Background: an optimization exercise with open tools, aiming at small area. Do not read the settings as production practice.
The RTL was checked by simulation tests, not by an equivalence proof against the original design.
Power and IR drop assume default switching activity.

===== standard.sh =====
#!/bin/bash
# synth_recipe.tcl (not shown) runs the flow's synth.tcl, then flattens the netlist and writes it again
# the make line also repeats each setting of config.mk as NAME=value (left out here)
make -C /OpenROAD-flow-scripts/flow DESIGN_CONFIG=/design/flow/config.mk WORK_HOME=/design/flow/orfs CLKGATE_MAP_FILE= SYNTH_SCRIPT=/design/flow/synth_recipe.tcl "${@:-finish}"

===== flow/synth.tcl =====
# The standard flow's synthesis script (synth_recipe.tcl, in the work folder), with one
# change: ABC maps the combinational logic with an area-oriented script
# (abc_area.script, beside this file) instead of ORFS's speed script.
# Registers are mapped before ABC runs, so they are the same as the standard flow's.
set flow_dir [file dirname [file normalize [info script]]]
set area_script [file join $flow_dir abc_area.script]
proc abc {args} {
   global area_script
   set i [lsearch -exact $args -script]
   if {$i >= 0} {
      set args [lreplace $args $i [expr {$i + 1}] -script $area_script]
   }
   yosys abc {*}$args
}
source [file join $flow_dir .. synth_recipe.tcl]

===== constraint.sdc =====
create_clock -name core_clock -period 9.0 [get_ports {clock}]
set_input_delay 1.8000 -clock core_clock [delete_from_list [all_inputs] [get_ports {clock}]]
set_output_delay 1.8000 -clock core_clock [all_outputs]
set_load 0.01 [all_outputs]

===== config.mk =====
export PLATFORM = sky130hd
export DESIGN_NAME = multichannel_oversample_averager
export DESIGN_NICKNAME = multichannel_oversample_averager
export VERILOG_FILES = /design/flow/design.v
export SDC_FILE = /design/flow/constraint.sdc
export NUM_CORES = 4
export LEC_CHECK = 0
export CAP_MARGIN = 5
export CORE_MARGIN = 2
export CORE_UTILIZATION = 60
export PLACE_DENSITY = 0.7
export SLEW_MARGIN = 5

===== flow/abc_area.script =====
&get -n
&st
&syn2
&dch -f
&nf -a
&st
&syn2
&dch -f
&nf -a
&st
&dch -f
&nf -a
&put

===== flow/run.sh =====
#!/bin/bash
# Standard layout with three changes:
#  - synthesis maps the logic with an area-oriented ABC script (flow/synth.tcl),
#  - ports get a small buffer (buf_1) instead of the default,
#  - clock tree synthesis uses buf_12 leaves and inserts no dummy loads.
set -euo pipefail
export BUFFER_PORTS_ARGS="-buffer_cell sky130_fd_sc_hd__buf_1"
export CTS_ARGS="-sink_clustering_enable -repair_clock_nets -dont_use_dummy_load -buf_list sky130_fd_sc_hd__buf_12 -sink_clustering_size 28 -sink_clustering_max_diameter 90"
bash standard.sh SYNTH_SCRIPT="$PWD/flow/synth.tcl" finish > standard.log 2>&1

===== design.v =====
package moa_pkg;
   localparam int CHANNELS   = 16;
   localparam int OVERSAMPLE = 16;
   localparam int FULL_SCALE = 4095;
   localparam int UV_PER_MV  = 1000;
   localparam int FUNC_W     = 3;
   localparam int CH_W       = 4;
   localparam int ADC_W      = 12;
   localparam int MV_W       = 16;
   localparam int UV_W       = 26;
   localparam int AGE_W      = 17;
   localparam int ACC_W      = 20;
   localparam int SCAN_W     = 8;
   localparam int CSR_IDX_W  = 2;
   localparam int CSR_DATA_W = 16;
   localparam int PROD_W     = 28;    
   localparam int DIV_W      = 38;    
   localparam int CH_AW      = (CHANNELS > 1) ? $clog2(CHANNELS) : 1;
   localparam logic [FUNC_W-1:0] FUNC_SAMPLE  = 3'd0;
   localparam logic [FUNC_W-1:0] FUNC_ERROR   = 3'd1;
   localparam logic [FUNC_W-1:0] FUNC_TICK    = 3'd2;
   localparam logic [FUNC_W-1:0] FUNC_READ    = 3'd3;
   localparam logic [FUNC_W-1:0] FUNC_CONVERT = 3'd4;
   localparam logic [CSR_IDX_W-1:0] CSR_VREFINT_CAL  = 2'd0;
   localparam logic [CSR_IDX_W-1:0] CSR_NOMINAL_MV   = 2'd1;
   localparam logic [CSR_IDX_W-1:0] CSR_VREF_CHANNEL = 2'd2;
   localparam logic [MV_W-1:0]  NOMINAL_MV_RESET = 16'd3300;
   localparam logic [MV_W-1:0]  MV_MAX           = 16'hFFFF;
   localparam logic [UV_W-1:0]  UV_MAX           = 26'h3FF_FFFF;
   localparam logic [ADC_W-1:0] ADC_MAX          = 12'hFFF;
   localparam logic [AGE_W-1:0] AGE_MAX          = 17'h1_FFFF;
   typedef struct packed {
      logic [FUNC_W-1:0] func;
      logic [CH_W-1:0]   channel;
      logic [ADC_W-1:0]  value;
      logic              last_of_scan;
      logic [MV_W-1:0]   max_age_ms;
   } req_type;
   typedef struct packed {
      logic [ADC_W-1:0] avg_raw;
      logic [MV_W-1:0]  vdda_mv;
      logic [UV_W-1:0]  microvolts;
      logic             ready_res;
      logic             fresh;
   } rsp_type;
   typedef struct packed {
      logic [ADC_W-1:0] vrefint_cal;
      logic [MV_W-1:0]  nominal_vdda_mv;
      logic [CH_W-1:0]  vref_channel;
   } cfg_type;
endpackage
module multichannel_oversample_averager (
   input  logic        clock,
   input  logic        reset,
   input  logic        req_valid,
   output logic        req_ready,
   input  logic [35:0] req_data,
   output logic        rsp_valid,
   input  logic        rsp_ready,
   output logic [55:0] rsp_data,
   input  logic        csr_valid,
   output logic        csr_ready,
   input  logic [1:0]  csr_index,
   input  logic [15:0] csr_data
);
   localparam logic [3:0] S_IDLE = 4'd0;
   localparam logic [3:0] S_CLR  = 4'd1;    
   localparam logic [3:0] S_ADD  = 4'd2;    
   localparam logic [3:0] S_SWA  = 4'd3;    
   localparam logic [3:0] S_SWB  = 4'd4;    
   localparam logic [3:0] S_RNOW = 4'd5;    
   localparam logic [3:0] S_PRE1 = 4'd6;    
   localparam logic [3:0] S_MUL1 = 4'd7;    
   localparam logic [3:0] S_DIV1 = 4'd8;    
   localparam logic [3:0] S_RAVG = 4'd9;    
   localparam logic [3:0] S_MUL2 = 4'd10;   
   localparam logic [3:0] S_MUL3 = 4'd11;   
   localparam logic [3:0] S_DIV2 = 4'd12;   
   localparam logic [3:0] S_OUT  = 4'd13;   
   wire [2:0]  r_func = req_data[35:33];
   wire [3:0]  r_ch   = req_data[32:29];
   wire [11:0] r_val  = req_data[28:17];
   wire        r_last = req_data[16];
   wire [15:0] r_age  = req_data[15:0];
   logic [11:0]  cal;
   logic [15:0]  nom;
   logic [3:0]   vch;
   logic [3:0]   st;
   logic [8:0]   ph;
   logic [3:0]   ch;
   logic         flag;      
   logic [3:0]   scan;
   logic         rdy;
   logic [15:0]  age_n;
   logic         age_cy;    
   logic         age_ovf;   
   logic         fresh;
   logic [11:0]  avg_r;
   logic [15:0]  mv;
   logic         mv_ovf;
   wire  [11:0]  now = mv[15:4];
   logic [37:0]  z;
   logic [511:0] ring;
   logic         cy;
   logic         clamp;
   always_ff @(posedge clock) begin
      if (reset) begin
         cal <= '0;
         nom <= 16'd3300;
         vch <= '0;
      end else if (csr_valid) begin
         case (csr_index)
            2'd0: cal <= csr_data[11:0];
            2'd1: nom <= csr_data;
            2'd2: vch <= csr_data[3:0];
            default: ;
         endcase
      end
   end
   assign csr_ready = 1'b1;
   wire [3:0] slot     = ph[8:5];
   wire [4:0] o        = ph[4:0];
   wire       o_last   = &o;
   wire       idle     = (st == S_IDLE) && o_last;
   wire       accept   = req_valid && idle;
   wire [3:0] tgt      = (st == S_RNOW) ? vch : ch;
   wire       in_slot  = (slot == tgt);
   wire       slot_end = in_slot && o_last;
   wire       ring_st  = (st == S_ADD) || (st == S_SWA) || (st == S_SWB) ||
                         (st == S_RNOW) || (st == S_RAVG);
   wire       st_adv   = o_last && (!ring_st || in_slot) && (st != S_IDLE) &&
                         (st != S_CLR || ph[8:5] == 4'd15);
   wire       st_home  = (st == S_CLR) || (st == S_SWB) || (st == S_ADD && !flag);
   wire  hout   = ring[511];
   wire  addact = (st == S_ADD) && in_slot && (o < 5'd20);
   logic hin;
   always_comb begin
      hin = hout;
      if (st == S_CLR)
         hin = 1'b0;
      else if (st == S_SWA && o >= 5'd20)
         hin = ring[15] | clamp;      
      else if (st == S_SWB && o < 5'd20)
         hin = 1'b0;
      else if (addact)
         hin = hout ^ avg_r[0] ^ cy;
   end
   always_ff @(posedge clock) begin
      ring <= {ring[510:0], hin};
      cy   <= addact & ((hout & avg_r[0]) | (hout & cy) | (avg_r[0] & cy));
      if (o < 5'd16)
         clamp <= 1'b0;
      else if (o < 5'd20)
         clamp <= clamp | hout;
   end
   wire age_inc = (accept && r_func == 3'd2) | age_cy;
   wire age_top = (ph[3:0] == 4'd14);
   always_ff @(posedge clock) begin
      if (st == S_CLR || st == S_SWA)
         age_n <= {1'b1, age_n[15:1]};
      else
         age_n <= {age_n[0] ^ age_inc, age_n[15:1]};
   end
   logic age_le;
   always_comb begin
      age_le = 1'b1;
      for (int i = 0; i < 16; i++)
         age_le = (r_age[i] & age_n[i]) | (age_le & (r_age[i] | age_n[i]));
   end
   wire        mul   = (st == S_MUL1) || (st == S_MUL2) || (st == S_MUL3);
   wire [11:0] mcand = (st == S_MUL1) ? cal : (st == S_MUL2) ? 12'd1000 : avg_r;
   wire [12:0] alu_a = mul ? {1'b0, z[37:26]} : z[37:25];
   wire        mbit  = (st == S_MUL2) ? (!o[4] && (z[0] | mv_ovf)) : z[0];
   wire [12:0] alu_b = mul ? (mbit ? {1'b0, mcand} : 13'd0)
                           : ((st == S_DIV1) ? {1'b1, ~now} : 13'h1000);
   logic [13:0] alu;
   logic [13:0] alu_c;
   always_comb begin
      alu_c[0] = ~mul;
      for (int i = 0; i < 13; i++) begin
         alu[i]     = alu_a[i] ^ alu_b[i] ^ alu_c[i];
         alu_c[i+1] = (alu_a[i] & alu_b[i]) | (alu_a[i] & alu_c[i]) | (alu_b[i] & alu_c[i]);
      end
      alu[13] = alu_c[13];
   end
   wire        ge    = alu[13];
   wire        skip  = (now == 12'd0) || (cal == 12'd0);
   wire        ovf   = |z[25:16];
   wire        run   = (o < 5'd26) && !((st == S_MUL1 || st == S_DIV1) && skip);
   always_ff @(posedge clock) begin
      case (st)
         S_PRE1: if (o_last) z <= {1'b0, now[11:1], 10'd0, nom};
         S_MUL1, S_MUL2, S_MUL3: begin
            if (run) z <= {alu[12:0], z[25:1]};
            if (st == S_MUL2 && o_last) z[36:26] <= '1;
         end
         S_DIV1, S_DIV2: begin
            if (run) z <= ge ? {alu[11:0], z[24:0], 1'b1} : {z[36:0], 1'b0};
            if (st == S_DIV1 && o_last) z[37:26] <= '0;
         end
         default: ;
      endcase
   end
   always_ff @(posedge clock) begin
      if (st == S_RNOW && in_slot && o >= 5'd20)
         mv <= {hout, mv[15:1]};
      else if (st == S_MUL2 && !o[4])
         mv <= {z[0] | mv_ovf, mv[15:1]};
   end
   always_ff @(posedge clock) begin
      if (st == S_DIV1 && o_last)
         mv_ovf <= ovf;
   end
   always_ff @(posedge clock) begin
      if (accept)
         avg_r <= r_val;
      else if ((st == S_ADD && in_slot) || (st == S_DIV2 && !flag))
         avg_r <= {1'b0, avg_r[11:1]};
      else if (st == S_RAVG && in_slot && o >= 5'd20)
         avg_r <= {hout, avg_r[11:1]};
   end
   always_ff @(posedge clock) begin
      if (accept) begin
         ch    <= r_ch;
         flag  <= (r_func == 3'd0) ? (r_last && (scan == 4'd15)) : (r_func == 3'd3);
         fresh <= rdy && !age_ovf && age_le;
      end
   end
   always_ff @(posedge clock) begin
      if (reset) begin
         st      <= S_CLR;
         ph      <= '0;
         scan    <= '0;
         rdy     <= 1'b0;
         age_cy  <= 1'b0;
         age_ovf <= 1'b0;
      end else begin
         ph     <= ph + 1'b1;
         age_cy <= age_inc && !age_n[0] && !age_top;
         if (age_inc && !age_n[0] && age_top)
            age_ovf <= 1'b1;
         if (accept) begin
            case (r_func)
               3'd0: begin
                  st <= S_ADD;
                  if (r_last) begin
                     scan <= scan + 1'b1;
                     if (scan == 4'd15) begin
                        age_ovf <= 1'b0;
                        rdy     <= 1'b1;
                     end
                  end
               end
               3'd1: rdy <= 1'b0;
               3'd3, 3'd4: st <= S_RNOW;
               default: ;
            endcase
         end
         if (st == S_OUT) begin
            if (rsp_ready) st <= S_IDLE;
         end else if (st_adv) begin
            if (st_home) st <= S_IDLE;
            else if (st == S_DIV1 && !flag) st <= S_MUL2;
            else st <= st + 1'b1;
         end
      end
   end
   assign req_ready = idle;
   assign rsp_valid = (st == S_OUT);
   assign rsp_data  = {avg_r, mv, z[25:0], rdy, fresh};
endmodule

==> qor_table.md, run 1 <==
| Item | Reported |
|:---|:---|
| GRT Residual Overflow | 0 |
| Type of the worst min-delay path | register to register |
| Total DRC errors in the routed layout | 0 |
| Clock net sink count | 655 |
| Final worst path period share | 92.45% |
| DR vias/cell | 5.113 |
| Number of endpoints failing setup at the final stage | 0 |
| Number of global-route vias before repair | 8482 |
| Clock transition at path regs | 0.11 ns |
| Number of nets in the layout | 1429 |
| Overall Global Routing Usage | 18.45% |
| Leakage power total | 7.041 nW |
| Worst supply voltage drop on vdd | 202.9 µV |
| Setup TNS after final layout | 0 ns |
| Routed Wire Length | 27490 µm |
| Most repeated cell in the gate-level netlist after synthesis | dfxtp_1 |
| Critical path startpoint category | register |
| Proportion of netlist area held by the largest area contributor | 68.06% |
| Total number of yosys warnings | 1 |
| Fraction of registers with async set/reset | 0% |
| Distinct cell type count after synthesis | 48 |
| Post-CTS Setup Bufs | 0 |
| Launch point of the critical path | st[2]$_SDFF_PP0_ |
| Pre-CTS setup slack | 0.8371 ns |
| Normalized max-slew margin | 22.74% |
| TritonCTS clock tree | yes |
| EDFF count, synth | 73 |
| Setup repair after global routing missed its margin | false |
| Horizontal extent of the die | 172.9 µm |
| Most used flip-flop cell after synthesis | dfxtp_1 |
| Max-cap violations | 0 |
| Most area-consuming cells after synthesis | dfxtp_1 68%, edfxtp_1 13%, nand2_1 3.9%, a21oi_1 1.7%, nor2_1 1.6% |
| Fraction of the yosys area taken by sequential cells | 80.87% |
| Antenna violations before repair | 3 |
| Count of mapped cells out of synthesis | 1222 |
| CTS Root Cell | buf_12 |
| Most used standard cells in the synthesized netlist | 582 x dfxtp_1, 177 x nand2_1, 73 x edfxtp_1 |
| Post-DP HPWL | 17710 µm |
| Maximum number of pins on one net before global-route repair | 55 |
| First-pass GRT wire length | 44750 µm |
| Net count after synthesis | 1305 |
| Top-level port count | 118 |
| Share of layout cells above drive strength 1 | 2.902% |
| Placement row count | 61 |
| Insertion delay to the later sink of the worst-skew pair | 0.52 ns |
| Power density normalized to cell area | 231.0 mW/mm² |
| Total number of vias | 8809 |
| Hold-fix buffer count after cts | 0 |
| # H-tree levels | 1 |
| Buffer levels on the longest clock path | 3 |
| Number of max-slew violations in the final report | 0 |
| Depth of the most critical reg-to-reg path | 22 |
| Average wire per cell in the routed design | 15.95 µm |
| Count of buffers from port buffering | 116 |
| Final hold vios | 0 |
| Highest clock frequency the design can meet | 120.2 MHz |
| Final weighted congestion in routability-driven placement | 0.9481 |
| Number of iterations in the first detailed-routing pass | 8 |
| Maximum fanout along the worst path | 16 |
| Netlist Area Pre-Place | 0.01712 mm² |
| Initial Util | 61.28% |
| Core Box Area | 0.02793 mm² |
| Num CTS Buffers | 27 |
| Capture point of the worst path | z[26]$_DFFE_PP_ |
| Minimum clock period | 8.321 ns |
| Register-to-register path setup slack | 0.68 ns |
| Start-to-end type of the worst setup path | register to register |
| FILL cells | 2091 |
| DRC marker count from the first detailed-route iteration | 675 |
| Critical R2R Launch | st[2]$_SDFF_PP0_ |
| Number of nets with antenna violations after routing | 0 |
| Clock skew | 0.04292 ns |
| DIE HEIGHT | 172.9 µm |
| FF+latch count, synth | 655 |
| Die Area | 0.02990 mm² |
| Critical Path End Type | register |
| Status | finished clean |
| RR Endpoint | z[26]$_DFFE_PP_ |
| Area Growth Syn to Fin | 7.631% |
| Final worst setup slack | 0.6791 ns |
| Post-cts repair resize count | 0 |
| Post-Synthesis Mean Instance Area | 14.01 µm² |
| Yosys top cell by area | dfxtp_1 |
| Signal arrival time at the worst endpoint | 8.61 ns |
| Worst path required time | 9.29 ns |
| Transition time at the pin with the least slew margin | 1.159 ns |
-- cells in the final DEF (no fill, tap or decap), types with 11 or more instances in the layout --
cell / n
a21oi_1: 56
a22oi_1: 24
buf_1: 115
buf_12: 27
clkinv_1: 15
dfxtp_1: 582
edfxtp_1: 73
fa_1: 13
ha_1: 11
nand2_1: 176
nor2_1: 71
o21ai_0: 16
o22ai_1: 24
o32ai_1: 11
-- metrics by stage --
stage | cell area [µm²] | hold slack, ns | std cells | utilization [%] | total power [mW]
floorplan | 17120 | 0.3096 | 1222 | - | 3.040
global placement | 17880 | 0.3100 | 1695 | 64.02 | 3.063
detailed placement | 17880 | 0.3121 | 1695 | 64.02 | 3.064
CTS | 18420 | 0.3049 | 1722 | 65.95 | 4.295
global route | 18430 | 0.3094 | 1723 | 65.96 | 4.395
finish | 18430 | 0.3031 | 1723 | 65.96 | 4.256
-- registers in the layout, summed over array words and instances, names as in the netlist --
signal,count
ch,4
clamp,1
scan,4
fresh,1
age_cy,1
cal,12
nom,16
cy,1
ring,512
st,4
z,38
age_n,16
mv,16
flag,1
ph,9
avg_r,12
mv_ovf,1
vch,4
age_ovf,1
rdy,1
-- worst min-delay path by stage --
| stage | startpoint | endpoint | slack, ns | cells past startpoint |
|---|---|---|---|---|
| after floorplan | ring[99]$_DFF_P_ | ring[100]$_DFF_P_ | 0.31 | 0 |
| after global placement | ring[235]$_DFF_P_ | ring[236]$_DFF_P_ | 0.31 | 0 |
| after detailed placement | ring[102]$_DFF_P_ | ring[103]$_DFF_P_ | 0.31 | 0 |
| after CTS | ring[48]$_DFF_P_ | ring[49]$_DFF_P_ | 0.30 | 0 |
| after global routing | ring[206]$_DFF_P_ | ring[207]$_DFF_P_ | 0.31 | 0 |
| final | ring[206]$_DFF_P_ | ring[207]$_DFF_P_ | 0.30 | 0 |
-- where the power goes --
group          internal [mW]  total (mW)  switching, mW
combinational         0.0153      0.0384         0.0231
sequential              2.95        2.96        0.00659
clock                  0.467        1.26          0.793
-- critical path: stages, from the launching register on --
cell,delay (ns)
dfxtp_1,0.58
nor2b_1,0.45
nand2_1,0.29
nand2_2,0.15
clkinv_1,0.40
nand3_1,0.52
o22ai_1,0.19
fa_1,0.45
fa_1,0.39
fa_1,0.39
fa_1,0.38
fa_1,0.38
fa_1,0.39
fa_1,0.39
fa_1,0.39
fa_1,0.38
fa_1,0.38
fa_1,0.39
fa_1,0.42
o21ai_0,0.23
buf_4,0.24
nor2_1,0.06
o32ai_1,0.27
-- metal layers --
layer,track usage [%],vias to the layer above,share of wire (%)
met1,27.45,4118,48
met4,6.356,2,3.7
met5,0,-,0.033
met2,27.25,264,42
met3,3.650,74,6.2
li1,-,4351,-
-- logic make-up (layout without fill, tap and decap cells) --
group	count (synthesis)	in the layout	share of synthesized area (%)
AO/OA/AOI/OAI	175	175	6.753
XOR/XNOR	7	7	0.3581
adder cells (fa/ha/maj)	24	24	2.324
buffers and inverters	44	166	1.601
flip-flops	655	655	80.87
multiplexers	10	10	0.5847
other	1	2	0.02191
AND/OR/NAND/NOR	306	306	7.492
-- cell type report --
type | count | area, µm² | area share, %
timing repair buffer | 124 | 496.7 | 2.696
inverter | 15 | 56.30 | 0.3056
clock buffer | 27 | 540.5 | 2.934
antenna | 1 | 2.502 | 0.01358
sequential | 655 | 13840 | 75.13
tap | 378 | 473.0 | 2.567
multi-input combinational | 523 | 3013 | 16.35
==> inputs of run 2 (changes only) <==
==> flow/abc_area.script (replaced) <==
&get -n
&st
&deepsyn -T 60
&dch -f
&nf -a
&st
&syn2
&dch -f
&nf -a
&put
--- a/flow/synth.tcl
+++ b/flow/synth.tcl
@@ -1,5 +1,6 @@
 # The standard flow's synthesis script (synth_recipe.tcl, in the work folder), with one
 # change: ABC maps the combinational logic with an area-oriented script
-# (abc_area.script, beside this file) instead of ORFS's speed script.
+# (abc_area.script, beside this file: a 60-second &deepsyn run, then area
+# mapping) instead of ORFS's speed script.
 # Registers are mapped before ABC runs, so they are the same as the standard flow's.
 set flow_dir [file dirname [file normalize [info script]]]
==> run 2 against run 1 <==
Still clean. Critical path depth up 1. Sequential share of layout area up 0.50 points. Register-to-register slack better by 0.33 ns. Synthesized cell count down 5.9%. Final cell count down 4.2%. Count of clock-buffer cells in the layout unchanged. Worst hold slack worse by 0.021 ns. Wire length down 4.6%. Largest cell class unchanged. Highest routed layer is now met4.
==> qor_table.md, run 2 <==
| Item | Reported | Delta |
|:---|:---|:---|
| Status | finished clean |  |
| Area occupied by registers | 0.01384 mm² | unchanged |
| Core Box Area | 0.02786 mm² | -0.27% |
| Register-to-register path setup slack | 1.01 ns | +0.33 ns |
| Most area-consuming cells after synthesis | dfxtp_1 69%, edfxtp_1 13%, nor2_1 2.5%, a22o_1 1.8%, fa_1 1.5% |  |
| Max-cap violations | 0 | unchanged |
| Type of the worst min-delay path | register to register |  |
| Depth of the most critical reg-to-reg path | 23 | +4.5% |
| Min-Delay Endpoint | ring[114]$_DFF_P_ |  |
| TritonCTS clock tree | yes |  |
| Hold-fix buffer count after cts | 0 | unchanged |
| Worst path required time | 9.23 ns | -0.06 ns |
| Max reg flops | 512 | unchanged |
| Top-level port count | 118 | unchanged |
| Register name with the most flops | ring |  |
| Die Area | 0.02968 mm² | -0.74% |
| Largest registers | ring: 512 flops, z: 38 flops |  |
| Proportion of netlist area held by the largest area contributor | 68.58% | +0.52 points |
| # H-tree levels | 1 | unchanged |
| Normalized max-slew margin | 39.02% | +16 points |
| Hold-critical path depth | 0 | unchanged |
| Most common cell after layout, fill and taps aside | dfxtp_1 |  |
| Clock transition at path regs | 0.11 ns | about the same |
| Fraction of the yosys area taken by sequential cells | 81.48% | +0.62 points |
| Overall Global Routing Usage | 17.99% | -0.46 points |
| Placement row count | 61 | unchanged |
| Post-cts repair resize count | 0 | unchanged |
| Num CTS Buffers | 27 | unchanged |
| Start-to-end type of the worst setup path | register to register |  |
| Final core utilization | 65.70% | -0.26 points |
| Number of diodes | 0 | -1 |
| Most used flip-flop cell after synthesis | dfxtp_1 |  |
| Fraction of registers with async set/reset | 0% | unchanged |
| CTS Root Cell | buf_12 |  |
| Final weighted congestion in routability-driven placement | 0.8863 | -6.5% |
| RR Endpoint | z[35]$_DFFE_PP_ |  |
| Multi-input gate area in the final layout | 0.002890 mm² | -4.1% |
| Count of mapped cells out of synthesis | 1150 | -5.9% |
| Placed Cells | 1624 | -4.2% |
| Signal arrival time at the worst endpoint | 8.22 ns | -0.39 ns |
| Count of buffers from port buffering | 116 | unchanged |
| Setup TNS after final layout | 0 ns | unchanged |
| Power density normalized to cell area | 232.6 mW/mm² | +0.68% |
| Number of global-route vias before repair | 7969 | -6.0% |
| Total number of yosys warnings | 1 | unchanged |
| Insertion delay to the later sink of the worst-skew pair | 0.53 ns | about the same |
| Number of iterations in the first detailed-routing pass | 5 | -3 |
| Net count after synthesis | 1233 | -5.5% |
| Number of max-slew violations in the final report | 0 | unchanged |
| Most used standard cells in the synthesized netlist | 582 x dfxtp_1, 111 x nor2_1, 73 x edfxtp_1 |  |
| Highest clock frequency the design can meet | 125.1 MHz | +4.1% |
| Horizontal extent of the die | 172.3 µm | -0.37% |
| Startpoint of the most critical hold path | ring[113]$_DFF_P_ |  |
| Distinct cell type count after synthesis | 41 | -15% |
| Critical Path End Type | register |  |
| Initial Util | 60.98% | -0.30 points |
| DIE HEIGHT | 172.3 µm | -0.37% |
| Clock net sink count | 655 | unchanged |
| Critical path startpoint category | register |  |
| Yosys top cell by area | dfxtp_1 |  |
| Clock skew | 0.07051 ns | +0.02759 ns |
| Number of endpoints failing setup at the final stage | 0 | unchanged |
| Maximum fanout along the worst path | 16 | unchanged |
| Area Growth Syn to Fin | 7.733% | about the same |
| Final worst path period share | 88.80% | -3.7 points |
| Worst supply voltage drop on vdd | 172.3 µV | -15% |
| Number of nets with antenna violations after routing | 0 | unchanged |
| FILL cells | 2086 | -0.24% |
| Transition time at the pin with the least slew margin | 0.9147 ns | -0.2442 ns |
| Hold Slack | 0.2822 ns | -0.02093 ns |
| Antenna violations before repair | 0 | -3 |
| Average wire per cell in the routed design | 15.88 µm | -0.46% |
| Final hold vios | 0 | unchanged |
| Setup repair after global routing missed its margin | false |  |
| Buffer levels on the longest clock path | 3 | unchanged |
| DR vias/cell | 5.058 | -1.1% |
| Leakage power total | 6.997 nW | -0.62% |
| Routed Wire Length | 26220 µm | -4.6% |
| Critical R2R Launch | st[3]$_SDFF_PP0_ |  |
| FF+latch count, synth | 655 | unchanged |
| Maximum number of pins on one net before global-route repair | 52 | -5.5% |
| Netlist Area Pre-Place | 0.01699 mm² | -0.76% |
| Total power after layout | 4.256 mW | about the same |
| Total DRC errors in the routed layout | 0 | unchanged |
| GRT Residual Overflow | 0 | unchanged |
| DRC marker count from the first detailed-route iteration | 548 | -19% |
| Total number of vias | 8351 | -5.2% |
| Number of non-filler instances in the completed layout | 1651 | -4.2% |
| Share of layout cells above drive strength 1 | 2.985% | +0.083 points |
| EDFF count, synth | 73 | unchanged |
| Most repeated cell in the gate-level netlist after synthesis | dfxtp_1 |  |
| First-pass GRT wire length | 41970 µm | -6.2% |
| Post-DP HPWL | 16640 µm | -6.0% |
| Number of nets in the layout | 1358 | -5.0% |
| Post-Synthesis Mean Instance Area | 14.77 µm² | +5.5% |
| Minimum clock period | 7.992 ns | -0.3292 ns |
| Post-CTS Setup Bufs | 0 | unchanged |
| Most frequent cells in the layout | 582 x dfxtp_1, 116 x buf_1, 110 x nor2_1, 73 x edfxtp_1, 55 x nand2_1 |  |
## run 2: changes by cell type in the layout (fill, tap and decap cells not counted), sizes merged, moves of 7 or more
cell / change
a21oi: -41
a221oi: +12
a22o: +24
mux2i: +11
nand2: -122
nor2: +40
o21ai: +20
o32ai: -11
xor2: +7
## run 2: critical path: stages, from the launching register on
cell and delay, ns:
dfxtp_1 0.69, clkinv_1 0.25, nor2_1 0.33, o21ai_0 0.15
nand2_1 0.12, clkinv_1 0.36, nor2_1 0.20, nor2_1 0.09
fa_1 0.41, fa_1 0.41, fa_1 0.40, fa_1 0.39
fa_1 0.39, fa_1 0.39, fa_1 0.39, fa_1 0.40
fa_1 0.39, fa_1 0.38, fa_1 0.39, fa_1 0.40
o21ai_1 0.17, buf_4 0.27, mux2i_1 0.23, o21ai_0 0.09
## run 2: stage by stage
step / setup slack (ns) / cell area [µm²]
2_1_floorplan: 0.1443 / 16990
3_3_place_gp: 1.324 / 17760
3_5_place_dp: 1.102 / 17760
4_1_cts: 1.044 / 18300
5_1_grt: 0.5569 / 18300
6_report: 1.008 / 18300
## run 2: metal layers
layer  global-route usage [%]  up-vias  part of all wire, %
li1                         -     4142                    -
met1                    27.25     3951                   49
met2                    26.37      212                   42
met3                    3.914       46                  6.2
met4                    4.823        0                  2.5
met5                        0        -                    0
## run 2: cell type report
class | instances | area share (%)
multi-input combinational | 452 | 15.79
inverter | 14 | 0.2871
sequential | 655 | 75.64
clock buffer | 27 | 2.953
timing repair buffer | 125 | 2.748
tap | 378 | 2.584
## run 2: cells by family (layout without fill, tap and decap cells)
kind of cell | Yosys count | in the layout | synth area share, %
XOR/XNOR | 12 | 12 | 0.6186
AO/OA/AOI/OAI | 169 | 169 | 7.019
adder cells (fa/ha/maj) | 24 | 24 | 2.342
buffers and inverters | 43 | 166 | 1.591
other | 1 | 1 | 0.02207
multiplexers | 21 | 21 | 1.237
AND/OR/NAND/NOR | 225 | 225 | 5.686
flip-flops | 655 | 655 | 81.48
## run 2: worst max path at each step
stage                                 from               to  cells after the start
after floorplan           st[3]$_SDFF_PP0_  z[26]$_DFFE_PP_                     22
after global placement    st[3]$_SDFF_PP0_  z[37]$_DFFE_PP_                     23
after detailed placement  st[3]$_SDFF_PP0_  z[35]$_DFFE_PP_                     23
after CTS                 st[3]$_SDFF_PP0_  z[34]$_DFFE_PP_                     23
after global routing      st[3]$_SDFF_PP0_  z[34]$_DFFE_PP_                     23
final                     st[3]$_SDFF_PP0_  z[35]$_DFFE_PP_                     23
## run 2: power by group
group	internal [mW]	switching, mW	leakage, nW	total (mW)
logic	0.0162	0.0217	1.41	0.0379
registers	2.95	0.00498	5.34	2.95
clock network	0.467	0.798	0.254	1.27
total	3.43	0.825	7.00	4.26
==> inputs of run 3 (changes only) <==
--- a/design.v
+++ b/design.v
@@ -69,9 +69,9 @@
    localparam logic [3:0] S_SWA  = 4'd3;    
    localparam logic [3:0] S_SWB  = 4'd4;    
-   localparam logic [3:0] S_RNOW = 4'd5;    
-   localparam logic [3:0] S_PRE1 = 4'd6;    
-   localparam logic [3:0] S_MUL1 = 4'd7;    
-   localparam logic [3:0] S_DIV1 = 4'd8;    
-   localparam logic [3:0] S_RAVG = 4'd9;    
+   localparam logic [3:0] S_RAVG = 4'd5;    
+   localparam logic [3:0] S_RNOW = 4'd6;    
+   localparam logic [3:0] S_PRE1 = 4'd7;    
+   localparam logic [3:0] S_MUL1 = 4'd8;    
+   localparam logic [3:0] S_DIV1 = 4'd9;    
    localparam logic [3:0] S_MUL2 = 4'd10;   
    localparam logic [3:0] S_MUL3 = 4'd11;   
@@ -88,5 +88,4 @@
    logic [3:0]   st;
    logic [8:0]   ph;
-   logic [3:0]   ch;
    logic         flag;      
    logic [3:0]   scan;
@@ -124,4 +123,5 @@
    wire       idle     = (st == S_IDLE) && o_last;
    wire       accept   = req_valid && idle;
+   wire [3:0] ch       = z[3:0];
    wire [3:0] tgt      = (st == S_RNOW) ? vch : ch;
    wire       in_slot  = (slot == tgt);
@@ -190,4 +190,5 @@
    always_ff @(posedge clock) begin
       case (st)
+         S_IDLE: if (accept) z[3:0] <= r_ch;
          S_PRE1: if (o_last) z <= {1'b0, now[11:1], 10'd0, nom};
          S_MUL1, S_MUL2, S_MUL3: begin
@@ -222,5 +223,4 @@
    always_ff @(posedge clock) begin
       if (accept) begin
-         ch    <= r_ch;
          flag  <= (r_func == 3'd0) ? (r_last && (scan == 4'd15)) : (r_func == 3'd3);
          fresh <= rdy && !age_ovf && age_le;
@@ -253,5 +253,6 @@
                end
                3'd1: rdy <= 1'b0;
-               3'd3, 3'd4: st <= S_RNOW;
+               3'd3: st <= S_RAVG;
+               3'd4: st <= S_RNOW;
                default: ;
             endcase
@@ -261,5 +262,4 @@
          end else if (st_adv) begin
             if (st_home) st <= S_IDLE;
-            else if (st == S_DIV1 && !flag) st <= S_MUL2;
             else st <= st + 1'b1;
          end
==> run 3 against run 2 <==
Still clean. Largest cell class unchanged. Critical path type unchanged. First-iteration DRC count grew 14%. Register-to-register slack worse by 0.40 ns. Fmax fell by 4.8%. Worst hold slack gained 0.00084 ns.
==> qor_table.md, run 3 <==
| Item | Reported | Delta |
|:---|:---|:---|
| Sw Pwr | 0.8201 mW | -0.59% |
| Final hold vios | 0 | unchanged |
| DIE HEIGHT | 172.3 µm | about the same |
| Clock transition at path regs | 0.12 ns | about the same |
| Critical path startpoint category | register |  |
| Maximum number of pins on one net before global-route repair | 55 | +5.8% |
| Minimum clock period | 8.391 ns | +0.3997 ns |
| Proportion of netlist area held by the largest area contributor | 68.57% | about the same |
| Max-cap violations | 0 | unchanged |
| Power density normalized to cell area | 230.9 mW/mm² | -0.71% |
| Total DRC errors in the routed layout | 0 | unchanged |
| Most frequent cells in the layout | 582 x dfxtp_1, 126 x nor2_1, 115 x buf_1, 77 x nand2_1 |  |
| Number of max-slew violations in the final report | 0 | unchanged |
| Signal arrival time at the worst endpoint | 8.71 ns | +0.49 ns |
| DR vias/cell | 5.074 | +0.31% |
| Logic gate share of total power | 0.9% | about the same |
| Most used flip-flop cell after synthesis | dfxtp_1 |  |
| Post-Synthesis Mean Instance Area | 14.15 µm² | -4.2% |
| Most common cell after layout, fill and taps aside | dfxtp_1 |  |
| Core Box Area | 0.02786 mm² | unchanged |
| Critical R2R Launch | st[0]$_SDFF_PP1_ |  |
| Max reg flops | 512 | unchanged |
| Fraction of registers with async set/reset | 0% | unchanged |
| Yosys top cell by area | dfxtp_1 |  |
| Netlist Area Pre-Place | 0.01699 mm² | about the same |
| Type of the worst min-delay path | register to register |  |
| Leakage power total | 6.893 nW | -1.5% |
| Sequential power share | 69.3% | about the same |
| FF+latch count, synth | 651 | -0.61% |
| CTS Root Cell | buf_12 |  |
| Count of mapped cells out of synthesis | 1201 | +4.4% |
| TritonCTS clock tree | yes |  |
| Initial Util | 60.99% | about the same |
| Antenna violations before repair | 1 | +1 |
| Insertion delay to the later sink of the worst-skew pair | 0.52 ns | about the same |
| Final worst path period share | 93.24% | +4.4 points |
| Placement row count | 61 | unchanged |
| Post-cts repair resize count | 0 | unchanged |
| Die Area | 0.02968 mm² | about the same |
| Worst path required time | 9.32 ns | +0.09 ns |
| Top-level port count | 118 | unchanged |
| Total number of yosys warnings | 1 | unchanged |
| Post-DP HPWL | 16890 µm | +1.5% |
| Overall Global Routing Usage | 18.46% | +0.47 points |
| Capture point of the worst path | z[36]$_DFFE_PP_ |  |
| Register-to-register path setup slack | 0.61 ns | -0.40 ns |
| Largest registers | ring: 512 flops, z: 38 flops |  |
| Number of nets with antenna violations after routing | 0 | unchanged |
| EDFF count, synth | 69 | -5.5% |
| GRT Residual Overflow | 0 | unchanged |
| Most repeated cell in the gate-level netlist after synthesis | dfxtp_1 |  |
| Start-to-end type of the worst setup path | register to register |  |
| Most used standard cells in the synthesized netlist | 582 x dfxtp_1, 126 x nor2_1, 77 x nand2_1 |  |
| Clock skew | 0.08001 ns | +0.009502 ns |
| Routed Wire Length | 26920 µm | +2.7% |
| Number of iterations in the first detailed-routing pass | 5 | unchanged |
| Normalized max-slew margin | 17.59% | -21 points |
| Net count after synthesis | 1284 | +4.1% |
| Distinct cell type count after synthesis | 46 | +12% |
| DRC marker count from the first detailed-route iteration | 623 | +14% |
| Maximum fanout along the worst path | 9 | -7 |
| Transition time at the pin with the least slew margin | 1.232 ns | +0.3175 ns |
| Pre-CTS setup slack | 0.7250 ns | -0.3765 ns |
| Fraction of the yosys area taken by sequential cells | 80.77% | -0.72 points |
| Share of layout cells above drive strength 1 | 3.094% | +0.11 points |
| Worst supply voltage drop on vdd | 207.1 µV | +20% |
| Depth of the most critical reg-to-reg path | 25 | +8.7% |
| Count of buffers from port buffering | 116 | unchanged |
| Setup repair after global routing missed its margin | false |  |
| Final worst setup slack | 0.6086 ns | -0.3997 ns |
| Post-CTS Setup Bufs | 0 | unchanged |
| Num CTS Buffers | 27 | unchanged |
| Critical Path End Type | register |  |
| Number of global-route vias before repair | 8232 | +3.3% |
| Hold-fix buffer count after cts | 0 | unchanged |
| Highest clock frequency the design can meet | 119.2 MHz | -4.8% |
| Area Growth Syn to Fin | 7.909% |  |
| Setup TNS after final layout | 0 ns | unchanged |
| Switching Fraction | 19.37% | about the same |
| Internal power | 3.414 mW | -0.52% |
| Number of nets in the layout | 1410 | +3.8% |
| Most area-consuming cells after synthesis | dfxtp_1 69%, edfxtp_1 12%, nor2_1 2.8%, o21ai_0 2.0%, nand2_1 1.7% |  |
| Clock net sink count | 651 | -0.61% |
| First-pass GRT wire length | 43480 µm | +3.6% |
| Power share of the clock group | 29.8% | about the same |
| Total number of vias | 8646 | +3.5% |
| # H-tree levels | 1 | unchanged |
| Final weighted congestion in routability-driven placement | 0.8833 | -0.34% |
| Buffer levels on the longest clock path | 3 | unchanged |
| Launch point of the critical path | st[0]$_SDFF_PP1_ |  |
| Register name with the most flops | ring |  |
| Number of endpoints failing setup at the final stage | 0 | unchanged |
| Status | finished clean |  |
| RR Endpoint | z[36]$_DFFE_PP_ |  |
| Average wire per cell in the routed design | 15.80 µm | -0.51% |
| Horizontal extent of the die | 172.3 µm | about the same |
[run 3: cell count changes in the layout (fill, tap and decap cells not counted), sizes merged, moves of 6 or more]
cell / change
o21ai: +33
nand2: +22
a22o: -21
mux2i: -12
xnor2: +6
nand2b: +20
nor2: +15
[run 3: how the worst min path moves through the flow]
stage | startpoint | to | slack, ns | cells after the start
after global routing | ring[245]$_DFF_P_ | ring[246]$_DFF_P_ | 0.29 | 0
after CTS | ring[245]$_DFF_P_ | ring[246]$_DFF_P_ | 0.29 | 0
after global placement | ring[104]$_DFF_P_ | ring[105]$_DFF_P_ | 0.31 | 0
after detailed placement | ring[135]$_DFF_P_ | ring[136]$_DFF_P_ | 0.31 | 0
final | ring[245]$_DFF_P_ | ring[246]$_DFF_P_ | 0.28 | 0
after floorplan | ring[99]$_DFF_P_ | ring[100]$_DFF_P_ | 0.31 | 0
[run 3: final cells by class]
cell class	count	area [µm²]
sequential	651	13720
timing repair buffer	126	511.7
fill	2083	9523
tap	378	473.0
clock buffer	27	540.5
antenna	1	2.502
multi-input combinational	507	3032
inverter	14	52.55
[run 3: power groups by stage]
stage	clock network [mW]	logic, mW	registers, mW
global route	1.40	0.0437	2.94
detailed placement	0	0.0382	3.00
global placement	0	0.0375	3.00
CTS	1.30	0.0385	2.93
finish	1.26	0.0384	2.93
floorplan	0	0.0180	3.00
[run 3: critical path: stages, from the launching register on]
cell and delay [ns]:
dfxtp_1 0.40, clkinv_1 0.13, ha_1 0.31, or2_0 0.40
o21a_1 0.26, clkinv_1 0.07, a2111o_1 0.23, nor2_1 0.15
a22oi_1 0.22, o21ai_0 0.17, fa_1 0.42, fa_1 0.40
fa_1 0.43, fa_1 0.41, fa_1 0.40, fa_1 0.39
fa_1 0.40, fa_1 0.40, fa_1 0.39, fa_1 0.38
fa_1 0.39, fa_1 0.42, o21ai_0 0.49, buf_4 0.27
o21ai_0 0.08, o21ai_0 0.21
[run 3: logic make-up (layout without fill, tap and decap cells)]
logic type,after synthesis,count (layout),share of synthesized area [%]
DFF,651,651,80.77
and+or+nand+nor,285,285,7.401
adders and majority gates,24,24,2.342
xor gates and xnor gates,14,14,0.7216
buffers and inverters,43,167,1.591
other,1,2,0.02207
muxes,9,9,0.5302
AOI/OAI and AO/OA,174,174,6.627
[run 3: metrics by stage]
step                      std cells  cell area [µm²]  power [mW]  hold WS [ns]  util (%)
after floorplan                1201            16990       3.017        0.3096         -
after detailed placement       1676            17790       3.040        0.3121     63.87
after global routing           1704            18340       4.378        0.2888     65.82
final                          1704            18340       4.234        0.2830     65.82
after CTS                      1703            18330       4.273        0.2943     65.81
after global placement         1676            17790       3.039        0.3106     63.87
[run 3: per-layer routing]
metal  part of all wire, %  GRT usage (%)  up-vias
li1                      -              -     4273
met1                    50          28.29     4089
met2                    42          27.20      227
met3                   5.9          3.136       57
met4                   2.3          5.225        0
met5                     0              0        -

re-timing with driven ports:
The flow's constraints put no driver on any port. The routed layouts listed below were extracted and timed again, unchanged, in two steps. Step 1 (the two cells are an assumption about what drives the block):
set clk [get_ports {clock}]
set_driving_cell -lib_cell sky130_fd_sc_hd__clkbuf_16 $clk
set_driving_cell -lib_cell sky130_fd_sc_hd__buf_2 [delete_from_list [all_inputs] $clk]
Step 2 times the ports against the registers' clock, not the clock port: input delays grow and output delays shrink by t, the midpoint of the rising clock arrivals with the driver on. a / b / c = ideal / step 1 / step 2; a / b = the first two.
run | t, ns | setup WS [ns] | worst slew at a driven data input, ns
run 1 | 0.550 | 0.679 / 0.679 / 0.679 | 0.08
run 2 | 0.547 | 1.008 / 1.008 / 1.008 | 0.07
run 3 | 0.534 | 0.609 / 0.609 / 0.609 | 0.08
After both steps every run listed still meets setup and hold.
